From an optimization exercise on the open Yosys and OpenROAD flow, aimed at small area; shortcuts taken in it are not production practice.
The RTL was checked by simulation tests, not by an equivalence proof against the original design.
The clock port is modelled as an ideal driver; clocking choices that lean on that would not hold on a real chip.
No activity file was given, so power comes from the tool's default toggle rates.

## combined_image_upload_splitter_core
module combined_image_upload_splitter_core (
  input  logic              clk,
  input  logic              rst,
  input  logic              psel,
  input  logic              penable,
  input  logic              pwrite,
  input  logic [2:0]        paddr,
  input  logic [31:0]       pwdata,
  output logic [31:0]       prdata,
  output logic              pready,
  input  logic              byte_valid,
  output logic              byte_ready,
  input  logic [7:0]        data_byte,
  input  logic              first_byte,
  output logic              result_valid,
  input  logic              result_ready,
  output logic [7:0]        data_out,
  output logic [1:0]        destination,
  output logic [31:0]       segment_offset,
  output logic [2:0]        event_res,
  output logic [31:0]       announced_length
);
==> flow/config.mk <==
export PLATFORM = sky130hd
export DESIGN_NAME = combined_image_upload_splitter_core
export DESIGN_NICKNAME = combined_image_upload_splitter_core
export VERILOG_FILES = /design/flow/design.v
export SDC_FILE = /design/flow/constraint.sdc
export NUM_CORES = 4
export LEC_CHECK = 0
export CAP_MARGIN = 20
export CORE_MARGIN = 2
export CORE_UTILIZATION = 60
export CTS_BUF_LIST = sky130_fd_sc_hd__clkbuf_8
export SLEW_MARGIN = 20
==> flow/constraint.sdc <==
create_clock -name core_clock -period 6.0 [get_ports {clk}]
set_input_delay 1.2000 -clock core_clock [delete_from_list [all_inputs] [get_ports {clk}]]
set_output_delay 1.2000 -clock core_clock [all_outputs]
set_load 0.01 [all_outputs]
standard.sh (not shown) runs the stock make flow with config.mk's settings and CLKGATE_MAP_FILE= SYNTH_SCRIPT=/design/flow/synth_recipe.tcl, a recipe that flattens the netlist after the stock synthesis.
==> flow/flow/run.sh <==
#!/bin/bash
# The standard layout, with the smallest buffer as each port's buffer and no dummy clock loads.
set -euo pipefail
export BUFFER_PORTS_ARGS="-buffer_cell sky130_fd_sc_hd__buf_1"
export CTS_ARGS="-sink_clustering_enable -repair_clock_nets -buf_list sky130_fd_sc_hd__clkbuf_8 -dont_use_dummy_load"
bash standard.sh > flow.log 2>&1
The baseline completed with no timing, DRC or antenna violations.
Edit:
ABC_AREA = 1   (was unset)
Outcome: The changed run produced a clean layout. Die area climbs by a few percent. Synthesized cell count rose by about a fifth. Worst setup slack gets worse by 0.11 ns. Non-clock buffer count decreases by 8. Worst hold slack improves by 0.016 ns. Critical path depth rose by 1. Wire length climbs by a little under a tenth. Utilization fell by 1.2 points. Clock power goes up slightly.

---

## run A
The RTL this note starts from:
==> flow/design.v <==
package cius_pkg;
  localparam int unsigned HDR_LEN = 13;
  localparam int unsigned ADDR_W  = 3;
  localparam logic [39:0] MAGIC_VER = 40'h01_4F_34_54_52;
  localparam logic [1:0] PH_IDLE   = 2'd0;
  localparam logic [1:0] PH_HEADER = 2'd1;
  localparam logic [1:0] PH_FS     = 2'd2;
  localparam logic [1:0] PH_FW     = 2'd3;
  localparam logic [1:0] DEST_HEADER  = 2'd0;
  localparam logic [1:0] DEST_FS      = 2'd1;
  localparam logic [1:0] DEST_FW      = 2'd2;
  localparam logic [1:0] DEST_DISCARD = 2'd3;
  localparam logic [2:0] EV_NONE      = 3'd0;
  localparam logic [2:0] EV_HEADER_OK = 3'd1;
  localparam logic [2:0] EV_FS_DONE   = 3'd2;
  localparam logic [2:0] EV_DONE      = 3'd3;
  localparam logic [2:0] EV_BAD_MAGIC = 3'd4;
  localparam logic [2:0] EV_MISMATCH  = 3'd5;
  localparam logic [2:0] EV_TOO_SMALL = 3'd6;
endpackage
module cius_cfg (
  input  logic        clk,
  input  logic        rst,
  input  logic        psel,
  input  logic        penable,
  input  logic        pwrite,
  input  logic [2:0]  paddr,
  input  logic [31:0] pwdata,
  output logic [31:0] prdata,
  output logic        pready,
  output logic [31:0] expected_total
);
  assign pready = 1'b1;
  assign prdata = paddr[2] ? 32'd0 : expected_total;
  logic wr_total;
  logic keep_total;
  assign wr_total   = !rst && psel && penable && pwrite && !paddr[2];
  assign keep_total = !rst && !(psel && penable && pwrite && !paddr[2]);
  always_ff @(posedge clk) begin
    expected_total <= (expected_total & {32{keep_total}}) | (pwdata & {32{wr_total}});
  end
endmodule
import cius_pkg::*;
module cius_step (
  input  logic [1:0]  phase,
  input  logic [31:0] off,
  input  logic [31:0] lo,
  input  logic [31:0] hi,
  input  logic        mg,
  input  logic [2:0]  ev,
  input  logic [31:0] expected_total,
  input  logic [7:0]  data_byte,
  input  logic        first_byte,
  output logic [1:0]  phase_nxt,
  output logic [31:0] off_inc,
  output logic        off_zero,
  output logic [31:0] lo_nxt,
  output logic [31:0] hi_nxt,
  output logic        mg_nxt,
  output logic [2:0]  ev_nxt
);
  logic        too_small;
  logic [1:0]  ph;
  logic        seg_start;
  logic        zero_off;
  logic [31:0] inc;
  logic        pos4;
  logic        pos12;
  logic [31:0] fs_len;
  logic [31:0] fw_len;
  logic        fs_last;
  logic        fw_done;
  assign too_small = (expected_total <= 32'(HDR_LEN));
  assign ph        = first_byte ? (too_small ? PH_IDLE : PH_HEADER) : phase;
  assign seg_start = (ev == EV_HEADER_OK) || (ev == EV_FS_DONE);
  assign zero_off  = first_byte || (ph == PH_IDLE) || seg_start;
  logic [1:0] off_bp;
  always_comb begin
    logic c;
    for (int b = 0; b < 2; b++) off_bp[b] = &off[16*b +: 16];
    for (int b = 0; b < 2; b++) begin
      c = 1'b1;
      for (int j = 0; j < b; j++) c = c & off_bp[j];
      for (int i = 16*b; i < 16*b + 16; i++) begin
        inc[i] = off[i] ^ c;
        c      = c & off[i];
      end
    end
  end
  assign off_inc  = inc;
  assign off_zero = zero_off;
  assign pos4  = !first_byte && (off[3:0] == 4'd3);
  assign pos12 = !first_byte && (off[3:0] == 4'd11);
  assign fs_len = {hi[7:0], lo[31:8]};
  assign fw_len = {data_byte, hi[31:8]};
  localparam logic [33:0] SUM_K = 34'h3_FFFF_FFF2;
  logic [33:0] sx, sy, sz, su, sv;
  logic        sum_ok;
  assign sx = {2'b00, fs_len};
  assign sy = {2'b00, fw_len};
  assign sz = ~{2'b00, expected_total};
  assign su = sx ^ sy ^ sz;
  assign sv = {(sx[32:0] & sy[32:0]) | (sx[32:0] & sz[32:0]) | (sy[32:0] & sz[32:0]), 1'b0};
  always_comb begin
    sum_ok = !(su[0] ^ sv[0] ^ SUM_K[0]);
    for (int i = 1; i < 34; i++)
      sum_ok = sum_ok && ((su[i] ^ sv[i] ^ SUM_K[i])
                          == (SUM_K[i-1] ? (su[i-1] & sv[i-1]) : (su[i-1] | sv[i-1])));
  end
  logic [31:0] dl;
  logic        add2_eq;
  assign dl = off ^ lo;
  always_comb begin
    add2_eq = !dl[0] && dl[1];
    for (int i = 2; i < 32; i++)
      add2_eq = add2_eq && (dl[i] == (dl[i-1] && off[i-1]));
  end
  assign fs_last = seg_start ? (lo == 32'd1) : add2_eq;
  always_comb begin
    logic ge;
    ge = 1'b1;
    for (int i = 0; i < 32; i++)
      ge = (lo[i] & ~expected_total[i]) | ((lo[i] | ~expected_total[i]) & ge);
    fw_done = ge;
  end
  logic [3:0]  k;
  logic [4:0]  lo_lsb;
  logic [31:0] lo_add;
  assign k      = (phase == PH_FS) ? 4'd14 : 4'd1;
  assign lo_lsb = {1'b0, lo[3:0]} + {1'b0, k};
  logic [1:0] lo_bp;
  always_comb begin
    logic c;
    for (int b = 0; b < 2; b++) lo_bp[b] = &lo[4 + 14*b +: 14];
    lo_add[3:0] = lo_lsb[3:0];
    for (int b = 0; b < 2; b++) begin
      c = lo_lsb[4];
      for (int j = 0; j < b; j++) c = c & lo_bp[j];
      for (int i = 4 + 14*b; i < 18 + 14*b; i++) begin
        lo_add[i] = lo[i] ^ c;
        c         = c & lo[i];
      end
    end
  end
  always_comb begin
    phase_nxt = ph;
    lo_nxt    = lo;
    hi_nxt    = hi;
    mg_nxt    = mg;
    ev_nxt    = (first_byte && too_small) ? EV_TOO_SMALL : EV_NONE;
    case (ph)
      PH_HEADER: begin
        lo_nxt   = {hi[7:0], lo[31:8]};
        hi_nxt   = {data_byte, hi[31:8]};
        if (pos4) mg_nxt = ({data_byte, hi} == MAGIC_VER);
        if (pos12) begin
          if (!mg) begin
            ev_nxt    = EV_BAD_MAGIC;
            phase_nxt = PH_IDLE;
          end else if (fs_len == 32'd0 || fw_len == 32'd0
                       || !sum_ok) begin
            ev_nxt    = EV_MISMATCH;
            phase_nxt = PH_IDLE;
          end else begin
            ev_nxt    = EV_HEADER_OK;
            phase_nxt = PH_FS;
          end
        end
      end
      PH_FS: begin
        if (fs_last) begin
          ev_nxt    = EV_FS_DONE;
          phase_nxt = PH_FW;
          lo_nxt    = lo_add;
        end
      end
      PH_FW: begin
        lo_nxt   = lo_add;
        if (fw_done) begin
          ev_nxt    = EV_DONE;
          phase_nxt = PH_IDLE;
        end
      end
      default: begin
      end
    endcase
  end
endmodule
import cius_pkg::*;
module combined_image_upload_splitter_core (
  input  logic              clk,
  input  logic              rst,
  input  logic              psel,
  input  logic              penable,
  input  logic              pwrite,
  input  logic [2:0]        paddr,
  input  logic [31:0]       pwdata,
  output logic [31:0]       prdata,
  output logic              pready,
  input  logic              byte_valid,
  output logic              byte_ready,
  input  logic [7:0]        data_byte,
  input  logic              first_byte,
  output logic              result_valid,
  input  logic              result_ready,
  output logic [7:0]        data_out,
  output logic [1:0]        destination,
  output logic [31:0]       segment_offset,
  output logic [2:0]        event_res,
  output logic [31:0]       announced_length
);
  logic [31:0] expected_total;
  logic [1:0]  phase, phase_nxt;
  logic [31:0] off, off_inc;
  logic        off_zero;
  logic [31:0] lo, lo_nxt;
  logic [31:0] hi, hi_nxt;
  logic        mg, mg_nxt;
  logic [2:0]  ev, ev_nxt;
  logic [7:0]  dout;
  logic        accept;
  cius_cfg u_cfg (
    .clk            (clk),
    .rst            (rst),
    .psel           (psel),
    .penable        (penable),
    .pwrite         (pwrite),
    .paddr          (paddr),
    .pwdata         (pwdata),
    .prdata         (prdata),
    .pready         (pready),
    .expected_total (expected_total)
  );
  cius_step u_step (
    .phase          (phase),
    .off            (off),
    .lo             (lo),
    .hi             (hi),
    .mg             (mg),
    .ev             (ev),
    .expected_total (expected_total),
    .data_byte      (data_byte),
    .first_byte     (first_byte),
    .phase_nxt      (phase_nxt),
    .off_inc        (off_inc),
    .off_zero       (off_zero),
    .lo_nxt         (lo_nxt),
    .hi_nxt         (hi_nxt),
    .mg_nxt         (mg_nxt),
    .ev_nxt         (ev_nxt)
  );
  assign byte_ready = !result_valid || result_ready;
  assign accept     = byte_valid && byte_ready;
  always_ff @(posedge clk) begin
    if (rst) begin
      phase        <= PH_IDLE;
      result_valid <= 1'b0;
    end else if (accept) begin
      phase        <= phase_nxt;
      result_valid <= 1'b1;
    end else if (result_ready) begin
      result_valid <= 1'b0;
    end
  end
  always_ff @(posedge clk) begin
    off <= (off & {32{!accept}}) | (off_inc & {32{accept && !off_zero}});
  end
  always_ff @(posedge clk) begin
    if (accept) begin
      lo   <= lo_nxt;
      hi   <= hi_nxt;
      mg   <= mg_nxt;
      ev   <= ev_nxt;
      dout <= data_byte;
    end
  end
  assign data_out         = dout;
  always_comb begin
    case (ev)
      EV_HEADER_OK, EV_BAD_MAGIC, EV_MISMATCH: destination = DEST_HEADER;
      EV_FS_DONE:                              destination = DEST_FS;
      EV_DONE:                                 destination = DEST_FW;
      EV_TOO_SMALL:                            destination = DEST_DISCARD;
      default:                                 destination = phase - 2'd1;
    endcase
  end
  assign segment_offset   = off;
  assign event_res        = ev;
  assign announced_length = (ev == EV_HEADER_OK) ? lo :
                            (ev == EV_FS_DONE)   ? hi : 32'd0;
endmodule
export LEC_CHECK = 0
export CAP_MARGIN = 20
export CORE_MARGIN = 2
export CORE_UTILIZATION = 60
export CTS_BUF_LIST = sky130_fd_sc_hd__clkbuf_8
export SLEW_MARGIN = 20
create_clock -name core_clock -period 6.0 [get_ports {clk}]
==> flow/flow/run.sh <==
#!/bin/bash
# The standard layout, with the smallest buffer as each port's buffer, no dummy
# clock loads, and after CTS the smallest leaf clock buffers that keep the slew low.
set -euo pipefail
export BUFFER_PORTS_ARGS="-buffer_cell sky130_fd_sc_hd__buf_1"
export CTS_ARGS="-sink_clustering_enable -repair_clock_nets -buf_list sky130_fd_sc_hd__clkbuf_8 -dont_use_dummy_load"
export POST_CTS_TCL="$(pwd)/flow/post_cts.tcl"
bash standard.sh > flow.log 2>&1
==> flow/flow/post_cts.tcl <==
set small_bufs {sky130_fd_sc_hd__clkbuf_2 sky130_fd_sc_hd__clkbuf_4}
set max_sink_slew 0.100

proc leaf_sinks { inst } {
  set opin [get_pins -of_objects $inst -filter "direction==output"]
  set net [get_nets -of_objects $opin]
  return [get_pins -of_objects $net -filter "direction==input"]
}

proc max_slew { pins } {
  set mx 0
  foreach p $pins {
    set sl [get_property $p slew_max]
    if { $sl > $mx } { set mx $sl }
  }
  return $mx
}

estimate_parasitics -placement
foreach inst [get_cells *] {
  set master [get_property $inst ref_name]
  if { $master != "sky130_fd_sc_hd__clkbuf_8" } { continue }
  set sinks [leaf_sinks $inst]
  set leaf 1
  foreach s $sinks {
    set sink_master [get_property [get_cells -of_objects $s] ref_name]
    if { ![string match "*__*df*" $sink_master] } { set leaf 0 }
  }
  if { !$leaf } { continue }
  set name [get_full_name $inst]
  set chosen $master
  foreach buf $small_bufs {
    replace_cell $inst $buf
    estimate_parasitics -placement
    set sl [max_slew $sinks]
    if { $sl < $max_sink_slew } {
      set chosen $buf
      break
    }
  }
  if { $chosen == $master } {
    replace_cell $inst $master
    estimate_parasitics -placement
  }
  puts "post_cts: $name [llength $sinks] sinks -> $chosen"
}
What run B does differently from run A at the input level:
==> flow/flow/run.sh <==
#!/bin/bash
# The standard layout, with the smallest buffer as each port's buffer and no dummy clock loads.
set -euo pipefail
export BUFFER_PORTS_ARGS="-buffer_cell sky130_fd_sc_hd__buf_1"
export CTS_ARGS='-sink_clustering_enable -repair_clock_nets -root_buf sky130_fd_sc_hd__clkbuf_8 -buf_list {sky130_fd_sc_hd__clkbuf_4 sky130_fd_sc_hd__clkbuf_8} -dont_use_dummy_load'
bash standard.sh > flow.log 2>&1
removed: flow/flow/post_cts.tcl
### Flow results
Run B: overall power after layout higher than run A. The signed area change from the synthesized netlist to the final layout reported for run B is greater than that of run A by 0.46 points. Lower critical path required time was reported by run A, not run B.
Changes in run C relative to run B:
==> flow/flow/run.sh <==
#!/bin/bash
# The standard layout, with the smallest buffer as each port's buffer and no dummy clock loads.
set -euo pipefail
export BUFFER_PORTS_ARGS="-buffer_cell sky130_fd_sc_hd__buf_1"
export CTS_ARGS="-sink_clustering_enable -repair_clock_nets -buf_list sky130_fd_sc_hd__clkbuf_8 -dont_use_dummy_load"
bash standard.sh > flow.log 2>&1
- Count of nets after finishing: run B vs run C identical
- Comparing run B against run C, there is no change at all in total power.
- Diff run B..run C | non-clock buffer count in the final layout | unchanged
- Global-route congestion overflow total of run B is on par with run C.
- Run C -> run B: worst setup slack delta 0, exact match

---

== the baseline ==
combined_image_upload_splitter_core, a different RTL version from the one above (not shown whole).
Size in the first run: ~150 flip-flops, about 160 I/O pins, ~0.0096 mm^2 of cells after synthesis.
Design combined_image_upload_splitter_core, start of the top module:
module combined_image_upload_splitter_core (
  input  logic              clk,
  input  logic              rst,
  input  logic              psel,
  input  logic              penable,
  input  logic              pwrite,
  input  logic [2:0]        paddr,
  input  logic [31:0]       pwdata,
  output logic [31:0]       prdata,
  output logic              pready,
  input  logic              byte_valid,
  output logic              byte_ready,
  input  logic [7:0]        data_byte,
  input  logic              first_byte,
  output logic              result_valid,
  input  logic              result_ready,
  output logic [7:0]        data_out,
  output logic [1:0]        destination,
  output logic [31:0]       segment_offset,
  output logic [2:0]        event_res,
  output logic [31:0]       announced_length
);
  logic [31:0] expected_total;
  logic [1:0]  phase, phase_nxt;
  logic [31:0] off, off_inc;
  logic        off_zero;
  logic [31:0] lo, lo_nxt;
  logic [31:0] hi, hi_nxt;
  logic        mg, mg_nxt;
  logic [2:0]  ev, ev_nxt;
  logic [1:0]  dest, dest_nxt;
  logic [7:0]  dout;
  logic        accept;
  cius_cfg u_cfg (
    .clk            (clk),
    .rst            (rst),
    .psel           (psel),
    .penable        (penable),
    .pwrite         (pwrite),
    .paddr          (paddr),
    .pwdata         (pwdata),
    .prdata         (prdata),
    .pready         (pready),
    .expected_total (expected_total)
  );
  cius_step u_step (
    .phase          (phase),
    .off            (off),
    .lo             (lo),
    .hi             (hi),
    .mg             (mg),
    .ev             (ev),
    .expected_total (expected_total),
    .data_byte      (data_byte),
    .first_byte     (first_byte),
    .phase_nxt      (phase_nxt),
    .off_inc        (off_inc),
    .off_zero       (off_zero),
    .lo_nxt         (lo_nxt),
    .hi_nxt         (hi_nxt),
    .mg_nxt         (mg_nxt),
    .ev_nxt         (ev_nxt),
    .dest_nxt       (dest_nxt)
  );
  ...
clock: 6.0 ns
lec_check: 0
cap_margin: 0
core_margin: 2
core_utilization: 60
cts_buf_list: sky130_fd_sc_hd__clkbuf_8
slew_margin: 0
==> flow/flow/run.sh <==
#!/bin/bash
# The standard layout, with the smallest buffer as each port's buffer and no dummy clock loads.
set -euo pipefail
export BUFFER_PORTS_ARGS="-buffer_cell sky130_fd_sc_hd__buf_1"
export CTS_ARGS="-sink_clustering_enable -repair_clock_nets -buf_list sky130_fd_sc_hd__clkbuf_8 -dont_use_dummy_load"
bash standard.sh > flow.log 2>&1
What the candidate does differently from the baseline at the input level:
diff --git a/flow/config.mk b/flow/config.mk
--- a/flow/config.mk
+++ b/flow/config.mk
@@ -8 +8 @@
-export CAP_MARGIN = 0
+export CAP_MARGIN = 20
@@ -12 +12 @@
-export SLEW_MARGIN = 0
+export SLEW_MARGIN = 20
==> comparison <==
- Summary of the comparison: fmax is lower in the candidate, relative to the baseline.
- The candidate vs. the baseline: total power stayed essentially flat; number of rows in the core area stayed essentially flat.
- The higher detail-routed net length per standard cell of the candidate and the baseline is in the candidate.

static timing again, ports no longer ideal:
How much do the figures lean on ideal ports? The routed layouts below were timed once more, with nothing changed but the port constraints.
Step 1 sets driving cells, clkbuf_16 on the clock port and buf_2 on the other inputs (assumed; they add their load-dependent delay and slew).
Step 2 moves the port delays by t, midway between the first and last clock arrival at a register: inputs arrive t later, outputs are due t later. That takes back most of the time a late clock gives input paths.
a / b / c = ideal / step 1 / step 2; a / b = the first two.
run	t (ns)	setup slack, ns	pins driven straight from the clock port
the first run of note 1	0.487	0.634 / 0.634 / 0.634	1
the second run of note 1	0.496	0.519 / 0.519 / 0.519	1
run A	0.473	1.073 / 1.073 / 1.073	1
run B	0.479	1.087 / 1.087 / 1.087	1
run C	0.479	1.087 / 1.087 / 1.087	1
the baseline	0.486	0.535 / 0.535 / 0.535	1
the candidate	0.479	0.355 / 0.355 / 0.355	1
After both steps every run listed still meets setup and hold.
